Context: an optimization exercise on an open-source flow, tuned for a short achievable clock period and few clock cycles per item. The choices shown serve that exercise and are no tape-out recipe.
At most, simulation tests tie the RTL to the original design; equivalence was not proved.
Only the layout flow was run in run 1; the RTL was not checked for function there.
Power is estimated from default activity; no workload was simulated.

--- flow/run.sh ---
#!/bin/bash
# synth_recipe.tcl (not shown) runs the flow's synth.tcl, then flattens the netlist and writes it again
# the make line also repeats each setting of config.mk as NAME=value (left out here)
make -C /OpenROAD-flow-scripts/flow DESIGN_CONFIG=/design/flow/config.mk WORK_HOME=/design/flow/orfs CLKGATE_MAP_FILE= SYNTH_SCRIPT=/design/flow/synth_recipe.tcl finish
--- flow/config.mk ---
export PLATFORM = sky130hd
export DESIGN_NAME = ex_stage
export DESIGN_NICKNAME = ex_stage
export VERILOG_FILES = /design/flow/design.v
export SDC_FILE = /design/flow/constraint.sdc
export NUM_CORES = 4
export LEC_CHECK = 0
export ABC_CLOCK_PERIOD_IN_PS = 1500
export CAP_MARGIN = 20
export CORE_MARGIN = 2
export CORE_UTILIZATION = 75
export CTS_CLUSTER_DIAMETER = 60
export CTS_CLUSTER_SIZE = 20
export PLACE_DENSITY = 0.8
export SETUP_SLACK_MARGIN = 5
export SLEW_MARGIN = 20
--- flow/design.v ---
package ex_pkg;
    typedef logic [64-1:0] xword_t;
    typedef enum logic [3:0]
    {
        alu_idle,
        alu_add,
        alu_sub,
        alu_sll,
        alu_srl,
        alu_sra,
        alu_and,
        alu_or,
        alu_xor,
        alu_slt,
        alu_sltu,
        alu_pass
    } alu_op_t;
    typedef enum logic [3:0]
    {
        br_none,
        br_jal,
        br_jalr,
        br_eq,
        br_ne,
        br_lt,
        br_ge,
        br_ltu,
        br_geu
    } br_kind_t;
endpackage
module ks_add
#(
    parameter int W = 8
)
(
    input  logic [W-1:0] a,
    input  logic [W-1:0] b,
    output logic [W-1:0] s0,       
    output logic [W-1:0] s1,       
    output logic         c0,       
    output logic         c1        
);
    localparam int L = $clog2(W);
    logic [W-1:0] g [L+1];
    logic [W-1:0] p [L+1];
    assign g[0] = a & b;
    assign p[0] = a ^ b;
    for (genvar k = 0; k < L; k++)
    begin : g_lvl
        for (genvar i = 0; i < W; i++)
        begin : g_bit
            if (i >= (1 << k))
            begin : g_merge
                assign g[k+1][i] = g[k][i] | (p[k][i] & g[k][i-(1<<k)]);
                assign p[k+1][i] = p[k][i] & p[k][i-(1<<k)];
            end
            else
            begin : g_pass
                assign g[k+1][i] = g[k][i];
                assign p[k+1][i] = p[k][i];
            end
        end
    end
    assign s0 = p[0] ^ {g[L][W-2:0], 1'b0};
    assign s1 = p[0] ^ {g[L][W-2:0] | p[L][W-2:0], 1'b1};
    assign c0 = g[L][W-1];
    assign c1 = g[L][W-1] | p[L][W-1];
endmodule
module blk_add
#(
    parameter int   BW  = 8,
    parameter int   NB  = 8,
    parameter logic CIN = 1'b0
)
(
    input  logic [BW*NB-1:0] a,
    input  logic [BW*NB-1:0] b,
    output logic [BW*NB-1:0] s0,       
    output logic [BW*NB-1:0] s1,       
    output logic [NB-1:0]    c0,       
    output logic [NB-1:0]    c1        
);
    logic [BW-1:0] x0, x1;
    logic          y0, y1;
    ks_add #(.W(BW)) u_b0 (.a(a[BW-1:0]), .b(b[BW-1:0]), .s0(x0), .s1(x1), .c0(y0), .c1(y1));
    assign s0[BW-1:0] = CIN ? x1 : x0;
    assign s1[BW-1:0] = CIN ? x1 : x0;
    assign c0[0]      = CIN ? y1 : y0;
    assign c1[0]      = CIN ? y1 : y0;
    for (genvar k = 1; k < NB; k++)
    begin : g_blk
        ks_add #(.W(BW)) u_b
        (
            .a(a[BW*k +: BW]), .b(b[BW*k +: BW]),
            .s0(s0[BW*k +: BW]), .s1(s1[BW*k +: BW]), .c0(c0[k]), .c1(c1[k])
        );
    end
endmodule
module blk_carry
#(
    parameter int NB = 8
)
(
    input  logic [NB-1:0] c0,
    input  logic [NB-1:0] c1,
    output logic [NB-1:0] cin,         
    output logic          cout
);
    localparam int L = $clog2(NB);
    logic [NB-1:0] g [L+1];
    logic [NB-1:0] p [L+1];
    assign g[0] = c0;
    assign p[0] = {c1[NB-1:1], 1'b0};
    for (genvar k = 0; k < L; k++)
    begin : g_lvl
        for (genvar i = 0; i < NB; i++)
        begin : g_bit
            if (i >= (1 << k))
            begin : g_merge
                assign g[k+1][i] = g[k][i] | (p[k][i] & g[k][i-(1<<k)]);
                assign p[k+1][i] = p[k][i] & p[k][i-(1<<k)];
            end
            else
            begin : g_pass
                assign g[k+1][i] = g[k][i];
                assign p[k+1][i] = p[k][i];
            end
        end
    end
    assign cin  = {g[L][NB-2:0], 1'b0};
    assign cout = g[L][NB-1];
endmodule
module blk_sel
#(
    parameter int BW = 8,
    parameter int NB = 8
)
(
    input  logic [BW*NB-1:0] s0,
    input  logic [BW*NB-1:0] s1,
    input  logic [NB-1:0]    cin,
    output logic [BW*NB-1:0] s
);
    for (genvar k = 0; k < NB; k++)
    begin : g_blk
        assign s[BW*k +: BW] = cin[k] ? s1[BW*k +: BW] : s0[BW*k +: BW];
    end
endmodule
module branch_resolver
(
    input  ex_pkg::br_kind_t br_kind,
    input  ex_pkg::xword_t   rs1,
    input  ex_pkg::xword_t   rs2,
    input  ex_pkg::xword_t   pc,
    input  ex_pkg::xword_t   imm,
    output logic             res_taken,
    output ex_pkg::xword_t   res_target,
    output ex_pkg::xword_t   res_link,
    output logic             res_misaligned
);
    localparam int ALIGN_W = $clog2(4);
    logic       eq;
    logic       lt;
    logic       ltu;
    logic       taken;
    ex_pkg::xword_t     base;
    ex_pkg::xword_t     target;
    assign eq  = rs1 == rs2;
    assign lt  = $signed(rs1) < $signed(rs2);
    assign ltu = rs1 < rs2;
    always_comb
    begin
        case (br_kind)
            ex_pkg::br_none:
                taken = 1'b0;
            ex_pkg::br_jal, ex_pkg::br_jalr:
                taken = 1'b1;
            ex_pkg::br_eq:
                taken = eq;
            ex_pkg::br_ne:
                taken = !eq;
            ex_pkg::br_lt:
                taken = lt;
            ex_pkg::br_ge:
                taken = !lt;
            ex_pkg::br_ltu:
                taken = ltu;
            ex_pkg::br_geu:
                taken = !ltu;
            default:
                taken = 1'b0;
        endcase
    end
    assign base   = (br_kind == ex_pkg::br_jalr) ? rs1 : pc;
    assign target = base + imm;
    assign res_taken      = taken;
    assign res_target     = target;
    assign res_link       = pc + ex_pkg::xword_t'(4);
    assign res_misaligned = taken && (|target[ALIGN_W-1:0]);
endmodule
module ex_result_reg
(
    input  logic             CLK,
    input  logic             RST,
    input  ex_pkg::br_kind_t br_kind,
    input  ex_pkg::xword_t   alu_result,
    input  logic             br_taken,
    input  ex_pkg::xword_t   br_target,
    input  ex_pkg::xword_t   br_link,
    input  logic             br_misaligned,
    input  logic             in_valid,
    output logic             in_ready,
    output logic             out_valid,
    input  logic             out_ready,
    output ex_pkg::xword_t   result,
    output logic             redirect,
    output ex_pkg::xword_t   redirect_pc,
    output logic             target_misaligned
);
    logic       accept;
    logic       is_jump;
    logic       redirect_d;
    ex_pkg::xword_t     result_d;
    assign is_jump    = (br_kind == ex_pkg::br_jal) || (br_kind == ex_pkg::br_jalr);
    assign result_d   = is_jump ? br_link : alu_result;
    assign redirect_d = br_taken && !br_misaligned;
    assign in_ready = !out_valid || out_ready;
    assign accept   = in_valid && in_ready;
    always_ff @(posedge CLK)
    begin
        if (RST)
        begin
            out_valid         <= 1'b0;
            redirect          <= 1'b0;
            target_misaligned <= 1'b0;
        end
        else if (in_ready)
        begin
            out_valid <= in_valid;
            if (accept)
            begin
                redirect          <= redirect_d;
                target_misaligned <= br_misaligned;
            end
        end
    end
    always_ff @(posedge CLK)
    begin
        if (accept)
        begin
            result      <= result_d;
            redirect_pc <= br_target;
        end
    end
endmodule
module ex_stage
(
    input  logic                CLK,
    input  logic                RST,
    input  logic                in_valid,
    output logic                in_ready,
    input  logic [3:0]          op,
    input  logic                word,
    input  logic [3:0]          br_kind,
    input  logic [63:0]         rs1,
    input  logic [63:0]         rs2,
    input  logic [63:0]         pc,
    input  logic [63:0]         imm,
    output logic                out_valid,
    input  logic                out_ready,
    output logic [63:0]         result,
    output logic                redirect,
    output logic [63:0]         redirect_pc,
    output logic                target_misaligned
);
    localparam int QD  = 3;            
    localparam int CAP = QD + 1;       
    localparam int CW  = 3;            
    localparam int BW  = 4;            
    localparam int NB  = 64 / BW;      
    logic          accept;
    logic          take;
    logic [CW-1:0] occ;
    logic [CW-1:0] occ_d;
    assign accept = in_valid && in_ready;
    assign take   = out_valid && out_ready;
    assign occ_d  = occ + CW'(accept) - CW'(take);
    always_ff @(posedge CLK)
    begin
        if (RST)
        begin
            occ      <= '0;
            in_ready <= 1'b0;
        end
        else
        begin
            occ      <= occ_d;
            in_ready <= (occ_d < CW'(CAP));
        end
    end
    logic d_add, d_sub, d_sll, d_srl, d_sra, d_and, d_or, d_xor, d_slt, d_sltu, d_pass;
    logic d_jump, d_jalr;
    assign d_add  = (op == 4'd1);
    assign d_sub  = (op == 4'd2);
    assign d_sll  = (op == 4'd3);
    assign d_srl  = (op == 4'd4);
    assign d_sra  = (op == 4'd5);
    assign d_and  = (op == 4'd6);
    assign d_or   = (op == 4'd7);
    assign d_xor  = (op == 4'd8);
    assign d_slt  = (op == 4'd9);
    assign d_sltu = (op == 4'd10);
    assign d_pass = (op == 4'd11);
    assign d_jump = (br_kind == 4'd1) || (br_kind == 4'd2);
    assign d_jalr = (br_kind == 4'd2);
    logic [63:0]   add_s0_a, add_s1_a, sub_s0_a, sub_s1_a;
    logic [63:0]   tp_s0_a, tp_s1_a, tr_s0_a, tr_s1_a;
    logic [NB-1:0] add_c0_a, add_c1_a, sub_c0_a, sub_c1_a;
    logic [NB-1:0] tp_c0_a, tp_c1_a, tr_c0_a, tr_c1_a;
    blk_add #(.BW(BW), .NB(NB), .CIN(1'b0)) u_add (.a(rs1), .b(rs2),  .s0(add_s0_a), .s1(add_s1_a), .c0(add_c0_a), .c1(add_c1_a));
    blk_add #(.BW(BW), .NB(NB), .CIN(1'b1)) u_sub (.a(rs1), .b(~rs2), .s0(sub_s0_a), .s1(sub_s1_a), .c0(sub_c0_a), .c1(sub_c1_a));
    blk_add #(.BW(BW), .NB(NB), .CIN(1'b0)) u_tp  (.a(pc),  .b(imm),  .s0(tp_s0_a),  .s1(tp_s1_a),  .c0(tp_c0_a),  .c1(tp_c1_a));
    blk_add #(.BW(BW), .NB(NB), .CIN(1'b0)) u_tr  (.a(rs1), .b(imm),  .s0(tr_s0_a),  .s1(tr_s1_a),  .c0(tr_c0_a),  .c1(tr_c1_a));
    logic [63:0] lk_s0_a, lk_s1_a;
    logic [3:0]  lk_c0_a, lk_c1_a;
    blk_add #(.BW(16), .NB(4), .CIN(1'b0)) u_lk (.a(pc), .b(64'd4), .s0(lk_s0_a), .s1(lk_s1_a), .c0(lk_c0_a), .c1(lk_c1_a));
    logic [63:0] other_a;
    assign other_a = ({64{d_and  && !d_jump}} & (rs1 & rs2))
                   | ({64{d_or   && !d_jump}} & (rs1 | rs2))
                   | ({64{d_xor  && !d_jump}} & (rs1 ^ rs2))
                   | ({64{d_pass && !d_jump}} & rs2);
    logic        fill_a;
    logic [63:0] shx_a;
    logic [63:0] shf_a;
    logic [2:0]  shc_a;
    assign fill_a = d_sra && (word ? rs1[31] : rs1[63]);
    assign shc_a  = {rs2[5] && !word, rs2[4:3]};
    always_comb
    begin
        if (d_sll)
        begin
            for (int i = 0; i < 64; i++)
                shx_a[i] = rs1[63-i];
        end
        else if (word)
            shx_a = {{32{fill_a}}, rs1[31:0]};
        else
            shx_a = rs1;
    end
    always_comb
    begin
        shf_a = shx_a;
        if (rs2[0]) shf_a = {{1{fill_a}}, shf_a[63:1]};
        if (rs2[1]) shf_a = {{2{fill_a}}, shf_a[63:2]};
        if (rs2[2]) shf_a = {{4{fill_a}}, shf_a[63:4]};
    end
    logic          v2;
    logic [63:0]   add_s02, sub_s02, tp_s02, tr_s02;
    logic [63:BW]  add_s12, sub_s12, tp_s12, tr_s12;
    logic [NB-1:0] add_c02, sub_c02, tp_c02, tr_c02;
    logic [NB-1:1] add_c12, sub_c12, tp_c12, tr_c12;
    logic [3:0]    eq2;
    logic          sgn_a2, sgn_b2;
    logic [63:0]   other2;
    logic [63:0]   lk_s02;
    logic [63:16]  lk_s12;
    logic [3:0]    lk_c02;
    logic [3:1]    lk_c12;
    logic [63:0]   shf2;
    logic [7:0]    shc2;                 
    logic          fill2;
    logic          s_add2, s_sub2, s_shr2, s_shl2, s_slt2, s_sltu2, wsx2;
    logic          jump2, jalr2;
    logic [5:0]    cond2;                
    always_ff @(posedge CLK)
    begin
        if (RST)
            v2 <= 1'b0;
        else
            v2 <= accept;
    end
    always_ff @(posedge CLK)
    begin
        add_s02 <= add_s0_a;
        add_s12 <= add_s1_a[63:BW];
        add_c02 <= add_c0_a;
        add_c12 <= add_c1_a[NB-1:1];
        sub_s02 <= sub_s0_a;
        sub_s12 <= sub_s1_a[63:BW];
        sub_c02 <= sub_c0_a;
        sub_c12 <= sub_c1_a[NB-1:1];
        tp_s02  <= tp_s0_a;
        tp_s12  <= tp_s1_a[63:BW];
        tp_c02  <= tp_c0_a;
        tp_c12  <= tp_c1_a[NB-1:1];
        tr_s02  <= tr_s0_a;
        tr_s12  <= tr_s1_a[63:BW];
        tr_c02  <= tr_c0_a;
        tr_c12  <= tr_c1_a[NB-1:1];
        for (int k = 0; k < 4; k++)
            eq2[k] <= (rs1[16*k +: 16] == rs2[16*k +: 16]);
        sgn_a2  <= rs1[63];
        sgn_b2  <= rs2[63];
        other2 <= other_a;
        lk_s02 <= lk_s0_a;
        lk_s12 <= lk_s1_a[63:16];
        lk_c02 <= lk_c0_a;
        lk_c12 <= lk_c1_a[3:1];
        shf2   <= shf_a;
        for (int k = 0; k < 8; k++)
            shc2[k] <= (shc_a == 3'(k));
        fill2  <= fill_a;
        s_add2  <= d_add && !d_jump;
        s_sub2  <= d_sub && !d_jump;
        s_shr2  <= (d_srl || d_sra) && !d_jump;
        s_shl2  <= d_sll && !d_jump;
        s_slt2  <= d_slt && !d_jump;
        s_sltu2 <= d_sltu && !d_jump;
        wsx2    <= word && (d_add || d_sub || d_sll || d_srl || d_sra) && !d_jump;
        jump2   <= d_jump;
        jalr2   <= d_jalr;
        cond2   <= {br_kind == 4'd8, br_kind == 4'd7, br_kind == 4'd6,
                    br_kind == 4'd5, br_kind == 4'd4, br_kind == 4'd3};
    end
    logic [63:0]   add_b, sub_b, tp_b, tr_b;
    logic [NB-1:0] add_ci_b, sub_ci_b, tp_ci_b, tr_ci_b;
    logic          sub_co_b;
    logic [63:0]   tgt_b, shy_b, pre_b;
    logic          ltu_b, lt_b, eq_b, taken_b, mis_b;
    blk_carry #(.NB(NB)) u_add_c (.c0(add_c02), .c1({add_c12, 1'b0}), .cin(add_ci_b), .cout());
    blk_carry #(.NB(NB)) u_sub_c (.c0(sub_c02), .c1({sub_c12, 1'b0}), .cin(sub_ci_b), .cout(sub_co_b));
    blk_carry #(.NB(NB)) u_tp_c  (.c0(tp_c02),  .c1({tp_c12, 1'b0}),  .cin(tp_ci_b),  .cout());
    blk_carry #(.NB(NB)) u_tr_c  (.c0(tr_c02),  .c1({tr_c12, 1'b0}),  .cin(tr_ci_b),  .cout());
    blk_sel #(.BW(BW), .NB(NB)) u_add_s (.s0(add_s02), .s1({add_s12, BW'(0)}), .cin(add_ci_b), .s(add_b));
    blk_sel #(.BW(BW), .NB(NB)) u_sub_s (.s0(sub_s02), .s1({sub_s12, BW'(0)}), .cin(sub_ci_b), .s(sub_b));
    blk_sel #(.BW(BW), .NB(NB)) u_tp_s  (.s0(tp_s02),  .s1({tp_s12, BW'(0)}),  .cin(tp_ci_b),  .s(tp_b));
    blk_sel #(.BW(BW), .NB(NB)) u_tr_s  (.s0(tr_s02),  .s1({tr_s12, BW'(0)}),  .cin(tr_ci_b),  .s(tr_b));
    assign tgt_b = jalr2 ? tr_b : tp_b;
    logic [63:0] lk_b;
    logic [3:0]  lk_ci_b;
    blk_carry #(.NB(4)) u_lk_c (.c0(lk_c02), .c1({lk_c12, 1'b0}), .cin(lk_ci_b), .cout());
    blk_sel #(.BW(16), .NB(4)) u_lk_s (.s0(lk_s02), .s1({lk_s12, 16'd0}), .cin(lk_ci_b), .s(lk_b));
    assign ltu_b = !sub_co_b;
    assign lt_b  = (sgn_a2 != sgn_b2) ? sgn_a2 : ltu_b;
    assign eq_b  = &eq2;
    assign taken_b = jump2
                  || (cond2[0] &&  eq_b)
                  || (cond2[1] && !eq_b)
                  || (cond2[2] &&  lt_b)
                  || (cond2[3] && !lt_b)
                  || (cond2[4] &&  ltu_b)
                  || (cond2[5] && !ltu_b);
    assign mis_b = taken_b && (tgt_b[1:0] != 2'b00);
    always_comb
    begin
        for (int i = 0; i < 64; i++)
        begin
            shy_b[i] = 1'b0;
            for (int k = 0; k < 8; k++)
                shy_b[i] = shy_b[i] | (shc2[k] & ((i + 8*k < 64) ? shf2[(i + 8*k) % 64] : fill2));
        end
    end
    always_comb
    begin
        for (int i = 0; i < 64; i++)
            pre_b[i] = (s_add2 & add_b[i])
                     | (s_sub2 & sub_b[i])
                     | (s_shr2 & shy_b[i])
                     | (s_shl2 & shy_b[63-i])
                     | (jump2 & lk_b[i])
                     | other2[i];
        pre_b[0] = pre_b[0] | (s_slt2 & lt_b) | (s_sltu2 & ltu_b);
    end
    logic        v3;
    logic [63:0] pre3, tgt3;
    logic        wsx3, red3, mis3;
    always_ff @(posedge CLK)
    begin
        if (RST)
            v3 <= 1'b0;
        else
            v3 <= v2;
    end
    always_ff @(posedge CLK)
    begin
        pre3 <= pre_b;
        tgt3 <= tgt_b;
        wsx3 <= wsx2;
        red3 <= taken_b && !mis_b;
        mis3 <= mis_b;
    end
    localparam int EW = 130;
    logic [63:0]   res_c;
    logic [EW-1:0] ent_c;
    logic [EW-1:0] q [QD];
    logic [QD-1:0] wptr, rptr;            
    logic          qempty;
    logic [EW-1:0] qhead;
    logic [EW-1:0] outr;
    logic          ld;
    logic          bypass, push, pop, hold;
    assign res_c = wsx3 ? {{32{pre3[31]}}, pre3[31:0]} : pre3;
    assign ent_c = {res_c, tgt3, red3, mis3};
    always_comb
    begin
        qhead = '0;
        for (int i = 0; i < QD; i++)
            qhead = qhead | ({EW{rptr[i]}} & q[i]);
    end
    assign ld     = !out_valid || out_ready;
    assign bypass = qempty && ld;
    assign pop    = ld && !qempty;
    assign hold   = !ld;
    assign push   = v3 && !bypass;
    always_ff @(posedge CLK)
    begin
        for (int i = 0; i < QD; i++)
            if (v3 && wptr[i])
                q[i] <= ent_c;
    end
    always_ff @(posedge CLK)
    begin
        if (RST)
        begin
            wptr      <= QD'(1);
            rptr      <= QD'(1);
            qempty    <= 1'b1;
            out_valid <= 1'b0;
        end
        else
        begin
            if (push)
                wptr <= {wptr[QD-2:0], wptr[QD-1]};
            if (pop)
                rptr <= {rptr[QD-2:0], rptr[QD-1]};
            if (push && !pop)
                qempty <= 1'b0;
            else if (pop && !push)
                qempty <= ({rptr[QD-2:0], rptr[QD-1]} == wptr);
            if (ld)
                out_valid <= !qempty || v3;
        end
    end
    always_ff @(posedge CLK)
    begin
        outr <= ({EW{bypass}} & ent_c)
              | ({EW{pop}}    & qhead)
              | ({EW{hold}}   & outr);
    end
    assign result            = outr[129:66];
    assign redirect_pc       = outr[65:2];
    assign redirect          = outr[1];
    assign target_misaligned = outr[0];
endmodule
--- flow/constraint.sdc ---
create_clock -name core_clock -period 7.5 [get_ports {CLK}]
set_input_delay 1.5000 -clock core_clock [delete_from_list [all_inputs] [get_ports {CLK}]]
set_output_delay 1.5000 -clock core_clock [all_outputs]
set_load 0.01 [all_outputs]
==> impl_results.md, run 1 <==
* Run status: stopped before the end
* Fail Step: global routing (5_1_grt)
* First Error: [ERROR GRT-0232] Routing congestion too high. Check the congestion heatmap in the GUI.
* Initial antenna violation count at 117
* Max clock buf depth at 3
* Total Routing Usage GR at 80.2%
* Asr flop ratio synth at 0%
* # hold bufs at CTS at 0
* Die Wd at 302 µm
* EDFF count, synth at 390
* Mapped Area at 66400 µm²
* RePlAce Congestion at 1.02
* Seq/Total Area, Yosys at 51.7%
* Syn Area/Cell at 11.0 µm²
* FF+latch count, synth at 1521
* Adder-cell area share of the yosys netlist at 9.20%
* Largest net degree at the start of global routing at 113
* Multiplexer area fraction after synthesis at 6.21%
* Syn nets at 6737
* Die H at 302 µm
* Post-Synth Simple-Gate Area at 6.99%
* IO Count at 401
* Syn Inst Count at 6018
* Number of distinct library cells after synthesis at 79
* Number of CTS-inserted buffers at 96
* Largest family of logic cells by synthesized area: compound AO/OA/AOI/OAI gates
* CTS sink cnt at 1521
* H-tree depth at 3
* Ys Warns at 14
* Worst_ep kind: register input
* Dpl cells at 7304
* HPWL after DPL at 150000 µm
* Compound-cell area share of the yosys netlist at 16.9%
* Overflow after GRT at 36
* Post-GRT worst EP: other2[30]$_DFF_P_/D
* Placed cell areas at 72700 µm²
* Ys flop type: dfxtp_1
* PortBufs at 400
* Initial Util at 75.4%
* XOR/XNOR Fraction of Synth Area at 4.89%
* Root Buffer: clkbuf_16
* Row count at 109
==> power groups by stage <==
stage / registers, µW / logic (µW) / clock network [µW]
after CTS: 10500 / 5240 / 5550
after detailed placement: 10600 / 4570 / 0
after global placement: 10500 / 4350 / 0
after floorplan: 10400 / 2700 / 0
==> cells in the mapped netlist, types with 99 or more instances <==
library cell	n	area (µm²)
nor2_1	251	942
a21o_1	177	1330
o21ai_0	229	1150
o211a_1	104	1040
a222oi_1	210	2100
mux2i_1	318	3180
nand2b_1	113	707
ha_1	386	4830
xnor2_1	273	2390
a22oi_1	99	743
edfxtp_1	390	11700
clkbuf_1	278	1040
a21oi_1	381	1910
dfxtp_1	1131	22600
nand2_1	424	1590
inv_1	390	1460
==> worst min path at each step <==
| stage | cells after the start | start | to |
|---|---|---|---|
| CTS | 1 | outr[35] | outr[35] |
| detailed placement | 1 | outr[67] | outr[67] |
| global placement | 1 | v2 | v3 |
| floorplan | 0 | wsx2 | wsx3 |
==> routing by layer <==
layer / GRT usage (%) / overflow
met4: 78.1 / 16
met2: 93.8 / 17
met3: 68.9 / 3
met5: 49.9 / 0
met1: 79.4 / 0
==> cell families after synthesis <==
group,after synthesis
multiplexers,402
buffers and inverters,718
AND/OR/NAND/NOR,1021
AO/OA/AOI/OAI,1535
flip-flops,1521
XOR/XNOR,371
adder cells (fa/ha/maj),450
==> per-stage QoR <==
| step | total power [µW] | setup slack [ps] | hold WS [ps] |
|---|---|---|---|
| after detailed placement | 15100 | 2830 | 442 |
| after floorplan | 13000 | 4460 | 310 |
| after CTS | 21300 | 4710 | 465 |
| after global placement | 14800 | 2940 | 428 |
==> what timing repair did <==
action                                  4_1_cts
pin swaps                                    98
gates cloned                                 25
buffers inserted                            176
endpoints found under the setup margin      997
gates resized for setup                    1407
==> inputs of run 2 (changes only) <==
--- a/flow/design.v
+++ b/flow/design.v
@@ -284,7 +284,21 @@
     logic [CW-1:0] occ_d;
     assign accept = in_valid && in_ready;
     assign take   = out_valid && out_ready;
-    assign occ_d  = occ + CW'(accept) - CW'(take);
+    logic [CW-1:0] occ_up, occ_dn;
+    logic          rdy_same, rdy_up;
+    assign occ_up   = occ + CW'(1);
+    assign occ_dn   = occ - CW'(1);
+    assign rdy_same = (occ < CW'(CAP));
+    assign rdy_up   = (occ < CW'(CAP - 1));
+    always_comb
+    begin
+        if (accept && !take)
+            occ_d = occ_up;
+        else if (!accept && take)
+            occ_d = occ_dn;
+        else
+            occ_d = occ;
+    end
     always_ff @(posedge CLK)
     begin
         if (RST)
@@ -295,7 +309,10 @@
         else
         begin
             occ      <= occ_d;
-            in_ready <= (occ_d < CW'(CAP));
+            if (take)
+                in_ready <= accept ? rdy_same : 1'b1;
+            else
+                in_ready <= accept ? rdy_up : rdy_same;
         end
     end
     logic d_add, d_sub, d_sll, d_srl, d_sra, d_and, d_or, d_xor, d_slt, d_sltu, d_pass;
@@ -325,10 +342,10 @@
     logic [3:0]  lk_c0_a, lk_c1_a;
     blk_add #(.BW(16), .NB(4), .CIN(1'b0)) u_lk (.a(pc), .b(64'd4), .s0(lk_s0_a), .s1(lk_s1_a), .c0(lk_c0_a), .c1(lk_c1_a));
     logic [63:0] other_a;
-    assign other_a = ({64{d_and  && !d_jump}} & (rs1 & rs2))
-                   | ({64{d_or   && !d_jump}} & (rs1 | rs2))
-                   | ({64{d_xor  && !d_jump}} & (rs1 ^ rs2))
-                   | ({64{d_pass && !d_jump}} & rs2);
+    assign other_a = ({64{d_and}}  & (rs1 & rs2))
+                   | ({64{d_or}}   & (rs1 | rs2))
+                   | ({64{d_xor}}  & (rs1 ^ rs2))
+                   | ({64{d_pass}} & rs2);
     logic        fill_a;
     logic [63:0] shx_a;
     logic [63:0] shf_a;
@@ -367,9 +384,9 @@
     logic [3:0]    lk_c02;
     logic [3:1]    lk_c12;
     logic [63:0]   shf2;
-    logic [7:0]    shc2;                 
+    logic [7:0]    shr2, shl2;           
     logic          fill2;
-    logic          s_add2, s_sub2, s_shr2, s_shl2, s_slt2, s_sltu2, wsx2;
+    logic          s_add2, s_sub2, s_oth2, s_slt2, s_sltu2, wsx2;
     logic          jump2, jalr2;
     logic [5:0]    cond2;                
     always_ff @(posedge CLK)
@@ -408,12 +425,14 @@
         lk_c12 <= lk_c1_a[3:1];
         shf2   <= shf_a;
         for (int k = 0; k < 8; k++)
-            shc2[k] <= (shc_a == 3'(k));
+        begin
+            shr2[k] <= (shc_a == 3'(k)) && (d_srl || d_sra) && !d_jump;
+            shl2[k] <= (shc_a == 3'(k)) && d_sll && !d_jump;
+        end
         fill2  <= fill_a;
         s_add2  <= d_add && !d_jump;
         s_sub2  <= d_sub && !d_jump;
-        s_shr2  <= (d_srl || d_sra) && !d_jump;
-        s_shl2  <= d_sll && !d_jump;
+        s_oth2  <= !d_jump;
         s_slt2  <= d_slt && !d_jump;
         s_sltu2 <= d_sltu && !d_jump;
         wsx2    <= word && (d_add || d_sub || d_sll || d_srl || d_sra) && !d_jump;
@@ -425,7 +444,7 @@
     logic [63:0]   add_b, sub_b, tp_b, tr_b;
     logic [NB-1:0] add_ci_b, sub_ci_b, tp_ci_b, tr_ci_b;
     logic          sub_co_b;
-    logic [63:0]   tgt_b, shy_b, pre_b;
+    logic [63:0]   tgt_b, pre_b;
     logic          ltu_b, lt_b, eq_b, taken_b, mis_b;
     blk_carry #(.NB(NB)) u_add_c (.c0(add_c02), .c1({add_c12, 1'b0}), .cin(add_ci_b), .cout());
     blk_carry #(.NB(NB)) u_sub_c (.c0(sub_c02), .c1({sub_c12, 1'b0}), .cin(sub_ci_b), .cout(sub_co_b));
@@ -451,24 +470,22 @@
                   || (cond2[4] &&  ltu_b)
                   || (cond2[5] && !ltu_b);
     assign mis_b = taken_b && (tgt_b[1:0] != 2'b00);
+    function automatic logic shx(input logic [63:0] v, input logic f, input int j);
+        shx = (j < 64) ? v[j % 64] : f;
+    endfunction
     always_comb
     begin
         for (int i = 0; i < 64; i++)
         begin
-            shy_b[i] = 1'b0;
-            for (int k = 0; k < 8; k++)
-                shy_b[i] = shy_b[i] | (shc2[k] & ((i + 8*k < 64) ? shf2[(i + 8*k) % 64] : fill2));
-        end
-    end
-    always_comb
-    begin
-        for (int i = 0; i < 64; i++)
             pre_b[i] = (s_add2 & add_b[i])
                      | (s_sub2 & sub_b[i])
-                     | (s_shr2 & shy_b[i])
-                     | (s_shl2 & shy_b[63-i])
-                     | (jump2 & lk_b[i])
-                     | other2[i];
+                     | (jump2  & lk_b[i])
+                     | (s_oth2 & other2[i]);
+            for (int k = 0; k < 8; k++)
+                pre_b[i] = pre_b[i]
+                         | (shr2[k] & shx(shf2, fill2, i + 8*k))
+                         | (shl2[k] & shx(shf2, fill2, 63 - i + 8*k));
+        end
         pre_b[0] = pre_b[0] | (s_slt2 & lt_b) | (s_sltu2 & ltu_b);
     end
     logic        v3;
--- a/flow/config.mk
+++ b/flow/config.mk
@@ -9,8 +9,8 @@
 export CAP_MARGIN = 20
 export CORE_MARGIN = 2
 export CORE_UTILIZATION = 75
-export CTS_CLUSTER_DIAMETER = 60
-export CTS_CLUSTER_SIZE = 20
+export CTS_CLUSTER_DIAMETER = 80
+export CTS_CLUSTER_SIZE = 25
 export PLACE_DENSITY = 0.8
 export SETUP_SLACK_MARGIN = 5
 export SLEW_MARGIN = 20
==> run 2 against run 1 <==
Net effect:
- the flow again stops in global routing (5_1_grt)
- area after synthesis increased by 2.5%
- synthesized cell count increased by 6.8%
==> impl_results.md, run 2 <==
* HPWL after DPL at 168000 µm
* Adder-cell area share of the yosys netlist at 8.98%
* First Error: [ERROR GRT-0232] Routing congestion too high. Check the congestion heatmap in the GUI.
* Overflow after GRT at 107
* Die H at 305 µm
* Syn nets at 7144
* Multiplexer area fraction after synthesis at 6.50%
* Total Routing Usage GR at 76.3%
* Asr flop ratio synth at 0%
* Run status: stopped before the end
* Row count at 110
* Die Wd at 305 µm
* FF+latch count, synth at 1528
* Compound-cell area share of the yosys netlist at 16.3%
* Ys flop type: dfxtp_1
* Post-GRT worst EP: pre3[43]$_DFF_P_/D
* Top post-synthesis cells by count: dfxtp_1 (1138), nand2_1 (502), edfxtp_1 (390), ha_1 (385), inv_1 (383)
* Largest net degree at the start of global routing at 144
* Placed cell areas at 74300 µm²
* Seq/Total Area, Yosys at 50.6%
* Worst slack, placed at 3040 ps
* Ys Warns at 14
* RePlAce Congestion at 1.08
* H-tree depth at 3
* Area share of the largest cell type after synthesis at 33.4%
* Number of distinct library cells after synthesis at 73
* Post-Synth Simple-Gate Area at 8.51%
* Syn Area/Cell at 10.6 µm²
* Synth top area cells: dfxtp_1 (33%), edfxtp_1 (17%), ha_1 (7.1%), mux2i_1 (4.9%), xnor2_1 (3.5%)
* CTS sink cnt at 1528
* Fail Step: global routing (5_1_grt)
* EDFF count, synth at 390
* Most common cell in the netlist: dfxtp_1
* PortBufs at 400
* Root Buffer: clkbuf_16
* Worst_ep kind: register input
* IO Count at 401
* Number of CTS-inserted buffers at 72
* XOR/XNOR Fraction of Synth Area at 4.76%
* Mapped Area at 68100 µm²
* Syn Inst Count at 6426
* Largest family of logic cells by synthesized area: compound AO/OA/AOI/OAI gates
* Synth area leader: dfxtp_1
* Max clock buf depth at 3
* Initial Util at 75.7%
-- run 2: worst min-delay path by stage --
stage / endpoint / slack (ps)
after floorplan: wsx3 / 310
after global placement: wsx3 / 320
after detailed placement: wsx3 / 320
after CTS: wsx3 / 340
-- run 2: routing by layer --
layer | GRT usage [%] | GRT overflow
met3 | 60.0 | 9
met4 | 75.5 | 54
met5 | 31.3 | 1
met1 | 76.5 | 1
met2 | 93.6 | 42
-- run 2: cell families after synthesis --
family	count (synthesis)
fa+ha+maj	451
compound gates	1573
mux	430
simple gates	1290
xor+xnor	370
flops	1528
buf+inv	784
-- run 2: through the flow --
| step | utilization [%] | cells | total power (µW) |
|---|---|---|---|
| 2_1_floorplan | - | 6426 | 12700 |
| 3_3_place_gp | 82.5 | 7665 | 14500 |
| 3_5_place_dp | 82.5 | 7665 | 14700 |
| 4_1_cts | 89.5 | 8017 | 19800 |
-- run 2: what timing repair did --
item                       in CTS
resized for setup            1578
setup endpoints to repair    1130
pin swaps                      83
setup buffers                 205
gates cloned                   27
hold buffers                    0
-- run 2: power groups by stage --
stage                     registers, µW  logic (µW)  clock network (µW)
after detailed placement          10600        4100                   0
after floorplan                   10300        2440                   0
after CTS                         10600        4670                4560
after global placement            10600        3900                   0
Testbench counts of run 2, summed over its fixed seeds: cycles 32,024, items 32,000.
==> inputs of run 3 (changes only) <==
--- a/flow/design.v
+++ b/flow/design.v
@@ -276,7 +276,7 @@
     localparam int QD  = 3;            
     localparam int CAP = QD + 1;       
     localparam int CW  = 3;            
-    localparam int BW  = 4;            
+    localparam int BW  = 8;            
     localparam int NB  = 64 / BW;      
     logic          accept;
     logic          take;
@@ -444,7 +444,7 @@
     logic [63:0]   add_b, sub_b, tp_b, tr_b;
     logic [NB-1:0] add_ci_b, sub_ci_b, tp_ci_b, tr_ci_b;
     logic          sub_co_b;
-    logic [63:0]   tgt_b, pre_b;
+    logic [63:0]   tgt_b;
     logic          ltu_b, lt_b, eq_b, taken_b, mis_b;
     blk_carry #(.NB(NB)) u_add_c (.c0(add_c02), .c1({add_c12, 1'b0}), .cin(add_ci_b), .cout());
     blk_carry #(.NB(NB)) u_sub_c (.c0(sub_c02), .c1({sub_c12, 1'b0}), .cin(sub_ci_b), .cout(sub_co_b));
@@ -473,23 +473,24 @@
     function automatic logic shx(input logic [63:0] v, input logic f, input int j);
         shx = (j < 64) ? v[j % 64] : f;
     endfunction
+    logic [63:0] pa_b, pb_b;
     always_comb
     begin
         for (int i = 0; i < 64; i++)
         begin
-            pre_b[i] = (s_add2 & add_b[i])
-                     | (s_sub2 & sub_b[i])
-                     | (jump2  & lk_b[i])
-                     | (s_oth2 & other2[i]);
+            pa_b[i] = (s_add2 & add_b[i])
+                    | (s_sub2 & sub_b[i])
+                    | (jump2  & lk_b[i]);
+            pb_b[i] = s_oth2 & other2[i];
             for (int k = 0; k < 8; k++)
-                pre_b[i] = pre_b[i]
-                         | (shr2[k] & shx(shf2, fill2, i + 8*k))
-                         | (shl2[k] & shx(shf2, fill2, 63 - i + 8*k));
+                pb_b[i] = pb_b[i]
+                        | (shr2[k] & shx(shf2, fill2, i + 8*k))
+                        | (shl2[k] & shx(shf2, fill2, 63 - i + 8*k));
         end
-        pre_b[0] = pre_b[0] | (s_slt2 & lt_b) | (s_sltu2 & ltu_b);
+        pa_b[0] = pa_b[0] | (s_slt2 & lt_b) | (s_sltu2 & ltu_b);
     end
     logic        v3;
-    logic [63:0] pre3, tgt3;
+    logic [63:0] pa3, pb3, tgt3;
     logic        wsx3, red3, mis3;
     always_ff @(posedge CLK)
     begin
@@ -500,7 +501,8 @@
     end
     always_ff @(posedge CLK)
     begin
-        pre3 <= pre_b;
+        pa3  <= pa_b;
+        pb3  <= pb_b;
         tgt3 <= tgt_b;
         wsx3 <= wsx2;
         red3 <= taken_b && !mis_b;
@@ -516,7 +518,9 @@
     logic [EW-1:0] outr;
     logic          ld;
     logic          bypass, push, pop, hold;
-    assign res_c = wsx3 ? {{32{pre3[31]}}, pre3[31:0]} : pre3;
+    logic [63:0]   pre_c;
+    assign pre_c = pa3 | pb3;
+    assign res_c = wsx3 ? {{32{pre_c[31]}}, pre_c[31:0]} : pre_c;
     assign ent_c = {res_c, tgt3, red3, mis3};
     always_comb
     begin
--- a/flow/config.mk
+++ b/flow/config.mk
@@ -8,9 +8,8 @@
 export ABC_CLOCK_PERIOD_IN_PS = 1500
 export CAP_MARGIN = 20
 export CORE_MARGIN = 2
-export CORE_UTILIZATION = 75
+export CORE_UTILIZATION = 65
 export CTS_CLUSTER_DIAMETER = 80
 export CTS_CLUSTER_SIZE = 25
-export PLACE_DENSITY = 0.8
 export SETUP_SLACK_MARGIN = 5
 export SLEW_MARGIN = 20
==> run 3 against run 2 <==
Net effect:
- the run now finishes clean
- synthesized cell count is 0.86% lower
- area after synthesis grew 1.1%
==> impl_results.md, run 3 <==
* Comb pwr share at 26.7%
* RePlAce Congestion at 1.06
* Number of distinct library cells after synthesis at 85
* First-pass GRT wire length at 344000 µm
* Critical path required time at 8060 ps
* Initial Util at 65.5%
* Mapped Area at 68900 µm²
* Biggest register: q
* Most frequent cells in the layout: dfxtp_1 (986), nand2_1 (449), edfxtp_1 (390), buf_4 (383), xnor2_1 (337)
* Number of buffers and inverters on the critical path at 7
* Post-route ant nets at 0
* Area share of the largest cell type after synthesis at 33.1%
* Minimum clock period at 2770 ps
* Ys flop type: dfxtp_1
* Skew final at 35.2 ps
* Worst setup path startpoint: word
* Max rail drop VDD at 0.314 mV
* HPWL after DPL at 161000 µm
* Layout cells sized above 1 at 29.5%
* Slew HR at 19.1%
* Most common cell in the netlist: dfxtp_1
* CP delay by family, top: buffers and inverters
* Leakage Power at 0.0349 µW
* IO Count at 401
* Ys Warns at 14
* WL per Instance at 29.7 µm
* Final net count at 7528
* Critical path class: in -> reg
* Fin util at 80.9%
* Die H at 330 µm
* Max cap viols at 0
* Crit. End Element: flop
* H-tree depth at 3
* Drt initial violations at 9682
* Die area at 109000 µm²
* Worst slack, placed at 2830 ps
* Largest regs: q x390, outr x130
* Final period utilization at 36.9%
* Max clock buf depth at 3
* DRT Wirelength at 248000 µm
* Clk slew on worst S/H paths at 90 ps
* Final setup margin at 4730 ps
* Dpl cells at 7771
* Vias at 56800
* Seq/Total Area, Yosys at 50.1%
* Final setup fails at 0
* CTS tree: done
* Syn Area/Cell at 10.8 µm²
* Synth area leader: dfxtp_1
* Insertion delay to the later sink of the worst-skew pair at 710 ps
* Syn Inst Count at 6371
* Total Routing Usage GR at 42.8%
* CP dominant cell by count: buf_12
* Power share of the clock group at 22.0%
* Area added between synthesis and finish at 23.5%
* Number of CTS-inserted buffers at 73
* Overflow after GRT at 0
* Unrepaired setup endpoints after global routing: true
* Initial antenna violation count at 49
* Vias in the first global route at 52300
* Vias per inst at 6.81
* Core area at 105000 µm²
* EDFF count, synth at 390
* Hold_sp: wsx2
* Row count at 119
* Post-Layout Cell Count at 8338
* Root Buffer: clkbuf_16
* Syn nets at 7025
* Synth top area cells: dfxtp_1 (33%), edfxtp_1 (17%), ha_1 (6.4%), xnor2_1 (4.3%), mux2_2 (3.1%)
* Most common cell after layout, fill and taps aside: dfxtp_1
* Fmax at 361 MHz
* FF+latch count, synth at 1528
* Final Slew Violations at 0
* Asr flop ratio synth at 0%
* CP arrival at 3330 ps
* Sw Pwr at 6450 µW
* Net Sw Frac at 31.1%
* Reg power frac at 51.3%
* Cell area power density at 244 nW/µm²
* Top post-synthesis cells by count: dfxtp_1 (1138), nand2_1 (459), inv_1 (408), edfxtp_1 (390), ha_1 (353)
* HP Class: reg -> reg
* Final Hold Fails at 0
* PortBufs at 400
* Die Wd at 330 µm
* Highest cell delay on the worst timing path at 310 ps
* Drc violations at 0
* Crit path max fanout at 6
* Measured slew at the worst slew-check pin at 1210 ps
* RR Startpoint: add_c02[0]
* Max reg flops at 390
* Slowest cell on crit path: mux2_4
* Run status: complete, no violations
* First-pass DRT Iterations at 12
* CP cell instances: buf_12 > buf_12 > nand4b_1 > buf_4 > buf_6 > a21oi_4 > buf_12 > buf_12 > buf_12 > o22a_1 > mux2_4 > mux2i_2 > o211ai_1
* Largest net degree at the start of global routing at 138
* Setup Total Neg Slack at 0 ps
* Internal power at 14300 µW
* CTS sink cnt at 1528
* Worst setup SP type: input port
==> run 3: cell type report <==
type                    instances  area [µm²]
diodes                         26        65.1
clock buffers                 107        1980
clock inverters                15         195
fillers                      6110       20000
inverters                     421        1930
multi-input cells            3982       36000
flip-flops and latches       1528       34700
well taps                    1391        1740
repair buffers                862        8350
repair inverters                6        52.6
==> run 3: power by group through the flow <==
stage                     clock [µW]  combinational (µW)  sequential [µW]
after global placement             0                4450            10600
after global routing            4870                5820            10700
after floorplan                    0                2900            10300
after detailed placement           0                4550            10600
final                           4580                5540            10700
after CTS                       4580                5060            10500
==> run 3: what timing repair did <==
action | in CTS | in global routing
setup endpoints to repair | 1039 | 537
hold buffers | 0 | 0
setup buffers | 233 | 159
cloned | 21 | 4
pin swaps | 141 | 172
resized for setup | 1792 | 467
==> run 3: final timing paths <==
check	end	slack, ps	cells past startpoint
worst min register to register	wsx3	350	0
worst min-delay path	wsx3	350	0
worst max-delay path	shf2[38]	4730	13
worst max register to register	pa3[57]	4810	7
==> run 3: metrics by stage <==
step / power [µW] / hold WS [ps] / instance area, µm²
2_1_floorplan: 13200 / 310 / 72200
3_3_place_gp: 15000 / 319 / 75900
3_5_place_dp: 15200 / 320 / 75900
4_1_cts: 20200 / 342 / 82500
5_1_grt: 21400 / 363 / 85000
6_report: 20800 / 348 / 85100
==> run 3: metal layers <==
metal  track usage (%)  up-vias  part of all wire [%]
met5              1.61        -                  0.26
met4              22.3       36                   6.6
met3              13.6      980                    14
met2              61.9     4081                    42
met1              57.3    27500                    37
li1                  -    24300                     -
==> run 3: logic make-up after synthesis <==
kind of cell	share of synthesized area [%]
AND/OR/NAND/NOR	7.14
buffers and inverters	4.82
XOR/XNOR	5.71
AO/OA/AOI/OAI	19.0
adder cells (fa/ha/maj)	7.34
multiplexers	5.93
flip-flops	50.1
Testbench counts of run 3, summed over its fixed seeds: cycles 32,024, items 32,000.
==> inputs of run 4 (changes only) <==
--- a/flow/design.v
+++ b/flow/design.v
@@ -360,16 +360,16 @@
                 shx_a[i] = rs1[63-i];
         end
         else if (word)
-            shx_a = {{32{fill_a}}, rs1[31:0]};
+            shx_a = {32'd0, rs1[31:0]};
         else
             shx_a = rs1;
     end
     always_comb
     begin
         shf_a = shx_a;
-        if (rs2[0]) shf_a = {{1{fill_a}}, shf_a[63:1]};
-        if (rs2[1]) shf_a = {{2{fill_a}}, shf_a[63:2]};
-        if (rs2[2]) shf_a = {{4{fill_a}}, shf_a[63:4]};
+        if (rs2[0]) shf_a = {1'd0, shf_a[63:1]};
+        if (rs2[1]) shf_a = {2'd0, shf_a[63:2]};
+        if (rs2[2]) shf_a = {4'd0, shf_a[63:4]};
     end
     logic          v2;
     logic [63:0]   add_s02, sub_s02, tp_s02, tr_s02;
@@ -385,7 +385,9 @@
     logic [3:1]    lk_c12;
     logic [63:0]   shf2;
     logic [7:0]    shr2, shl2;           
-    logic          fill2;
+    logic          fill2;                
+    logic [5:0]    sham2;
+    logic          wd2;
     logic          s_add2, s_sub2, s_oth2, s_slt2, s_sltu2, wsx2;
     logic          jump2, jalr2;
     logic [5:0]    cond2;                
@@ -429,7 +431,9 @@
             shr2[k] <= (shc_a == 3'(k)) && (d_srl || d_sra) && !d_jump;
             shl2[k] <= (shc_a == 3'(k)) && d_sll && !d_jump;
         end
-        fill2  <= fill_a;
+        fill2  <= fill_a && !d_jump;
+        sham2  <= {rs2[5] && !word, rs2[4:0]};
+        wd2    <= word;
         s_add2  <= d_add && !d_jump;
         s_sub2  <= d_sub && !d_jump;
         s_oth2  <= !d_jump;
@@ -484,8 +488,9 @@
             pb_b[i] = s_oth2 & other2[i];
             for (int k = 0; k < 8; k++)
                 pb_b[i] = pb_b[i]
-                        | (shr2[k] & shx(shf2, fill2, i + 8*k))
-                        | (shl2[k] & shx(shf2, fill2, 63 - i + 8*k));
+                        | (shr2[k] & shx(shf2, 1'b0, i + 8*k))
+                        | (shl2[k] & shx(shf2, 1'b0, 63 - i + 8*k));
+            pb_b[i] = pb_b[i] | (fill2 & ((7'(i) + 7'(sham2)) >= (wd2 ? 7'd32 : 7'd64)));
         end
         pa_b[0] = pa_b[0] | (s_slt2 & lt_b) | (s_sltu2 & ltu_b);
     end
==> run 4 against run 3 <==
Net effect:
- non-clock buffer count is 7 lower
- critical endpoint is now shf2[55]
- clock skew decreased by 1.2 ps
- die area up 4.2%
- hold slack lost 8.7 ps
- final cell count rose by 8.4%
==> impl_results.md, run 4 <==
* Run status: complete, no violations
* Critical path required time at 8080 ps
* FF+latch count, synth at 1535
* Most frequent cells in the layout: dfxtp_1 (994), nand2_1 (581), edfxtp_1 (390), buf_4 (356), xnor2_1 (352)
* Seq/Total Area, Yosys at 48.2%
* Row count at 121
* Mapped Area at 71800 µm²
* Layout cells sized above 1 at 26.4%
* First-pass DRT Iterations at 15
* Vias in the first global route at 56400
* Max clock buf depth at 3
* Die H at 336 µm
* Final setup fails at 0
* Core area at 109000 µm²
* CP cell instances: buf_12 > nor4bb_4 > buf_6 > buf_12 > buf_16 > buf_12 > nor3_4 > a21oi_2 > mux2i_1 > mux2i_1 > mux2i_1
* HP Class: reg -> reg
* Initial antenna violation count at 34
* Highest cell delay on the worst timing path at 370 ps
* Syn nets at 7794
* Measured slew at the worst slew-check pin at 1180 ps
* Area added between synthesis and finish at 23.2%
* Crit path max fanout at 8
* Max cap viols at 0
* # hold bufs at CTS at 0
* Total power at 21000 µW
* Unrepaired setup endpoints after global routing: true
* Synth area leader: dfxtp_1
* Worst setup SP type: input port
* Number of CTS-inserted buffers at 76
* Drt initial violations at 9412
* Ys Warns at 14
* Biggest register: q
* Insertion delay to the later sink of the worst-skew pair at 720 ps
* Die Wd at 336 µm
* Slew HR at 21.1%
* Number of distinct library cells after synthesis at 75
* Drc violations at 0
* Root Buffer: clkbuf_16
* Synth top area cells: dfxtp_1 (32%), edfxtp_1 (16%), ha_1 (8.3%), xnor2_1 (4.4%), mux2i_1 (3.7%)
* H-tree depth at 3
* Final period utilization at 38.7%
* Largest regs: q x390, outr x130
* EDFF count, synth at 390
* Max rail drop VDD at 0.183 mV
* Setup Total Neg Slack at 0 ps
* Area share of the largest cell type after synthesis at 31.9%
* Skew final at 34.0 ps
* Minimum clock period at 2900 ps
* Vias per inst at 6.68
* Slowest cell on crit path: nor4bb_4
* Initial Util at 65.8%
* Total Routing Usage GR at 43.3%
* CTS tree: done
* Max reg flops at 390
* Post-route ant nets at 0
* Clk slew on worst S/H paths at 100 ps
* DRT Wirelength at 259000 µm
* Syn Area/Cell at 10.2 µm²
* PortBufs at 400
* Leakage Power at 0.0354 µW
* Final Hold Fails at 0
* Top post-synthesis cells by count: dfxtp_1 (1145), nand2_1 (593), ha_1 (478), inv_1 (475), o21ai_0 (417)
* WL per Instance at 28.6 µm
* Fmax at 345 MHz
* Largest net degree at the start of global routing at 171
* Cell area power density at 238 nW/µm²
* RePlAce Congestion at 1.06
* Die area at 113000 µm²
* Most common cell in the netlist: dfxtp_1
* Overflow after GRT at 0
* Critical path class: in -> reg
* Syn Inst Count at 7014
* Ys flop type: dfxtp_1
* Asr flop ratio synth at 0%
* Crit. End Element: flop
* CP arrival at 3480 ps
* Most common cell after layout, fill and taps aside: dfxtp_1
* CTS sink cnt at 1535
* Final net count at 8277
* Vias at 60400
* HPWL after DPL at 170000 µm
* IO Count at 401
* Final Slew Violations at 0
* First-pass GRT wire length at 364000 µm
==> run 4: area by class of cell <==
cell class,instances,area [µm²]
multi-input cells,4537,38700
well taps,1476,1850
fillers,6617,20700
repair buffers,855,8520
repair inverters,4,37.5
flip-flops and latches,1535,34900
clock inverters,22,244
diodes,12,30.0
clock buffers,109,2060
inverters,488,2180
==> run 4: power breakdown <==
group / internal [µW] / switching [µW] / leakage (µW)
Clock: 1990 / 2770 / 0.00111
Combinational: 2560 / 3110 / 0.0212
Sequential: 9770 / 835 / 0.0132
==> run 4: critical path, delay by kind of cell <==
kind | cells | cell delay [ps]
AO/OA/AOI/OAI | 1 | 210
buffers and inverters | 5 | 790
multiplexers | 3 | 560
AND/OR/NAND/NOR | 2 | 420
==> run 4: worst paths after layout <==
check | slack [ps] | end | start | cells after the start
max | 4600 | shf2[55] | op[2] | 11
max reg2reg | 4940 | red3 | sub_c12[5] | 8
min | 340 | wsx3 | wsx2 | 0
min reg2reg | 340 | wsx3 | wsx2 | 0
==> run 4: through the flow <==
stage	area, µm²	cells	utilization (%)	hold WS, ps	worst slack [ps]
finish	88400	9038	81.0	339	4600
global route	88400	9029	81.0	344	4630
CTS	85900	8894	78.7	338	4790
detailed placement	78600	8500	72.0	322	2750
global placement	78600	8500	72.0	315	2810
floorplan	74700	7014	-	310	4260
==> run 4: cell families after synthesis <==
kind of cell	share of synthesized area (%)
fa+ha+maj	9.27
compound gates	18.1
flops	48.2
simple gates	7.86
mux	5.70
buf+inv	5.02
xor+xnor	5.82
==> run 4: per-layer routing <==
metal / wire length, µm / vias up / track usage (%)
li1: - / 26200 / -
met1: 95300 / 29000 / 56.4
met2: 110000 / 4087 / 64.3
met3: 34100 / 1068 / 13.1
met4: 19000 / 12 / 24.5
met5: 149 / - / 0.511
==> run 4: what timing repair did <==
action,4_1_cts,5_1_grt
gates resized for setup,1853,423
pin swaps,133,129
setup buffers,242,129
setup endpoints to repair,1008,489
gates cloned,21,3
Testbench counts of run 4, summed over its fixed seeds: cycles 32,024, items 32,000.

==> afterwards: timing with drivers on the ports <==
Ports are ideal in the flow. The routed layouts listed here were re-timed in OpenROAD.
Step 1 (the two cells are an assumption about what drives the block):
set clk [get_ports {CLK}]
set_driving_cell -lib_cell sky130_fd_sc_hd__clkbuf_16 $clk
set_driving_cell -lib_cell sky130_fd_sc_hd__buf_2 [delete_from_list [all_inputs] $clk]
Step 2 also shifts input and output timing later by t, the mid clock arrival at the registers, as if the neighbouring blocks saw the same clock.
a / b / c = no drivers / after step 1 / after step 2; a / b = the first two.
run | t (ns) | setup WS [ns] | hold WS [ns] | clock arrival spread, ns
run 3 | 0.770 | 4.733 / 4.742 / 3.993 | 0.348 / 0.348 / 0.348 | 0.037 / 0.037
run 4 | 0.780 | 4.599 / 4.634 / 3.854 | 0.339 / 0.339 / 0.339 | 0.040 / 0.041
After both steps every run listed still meets setup and hold. The setup slack of run 4, which loses most, moves by +0.035 ns with the drivers and by -0.745 ns with both steps.
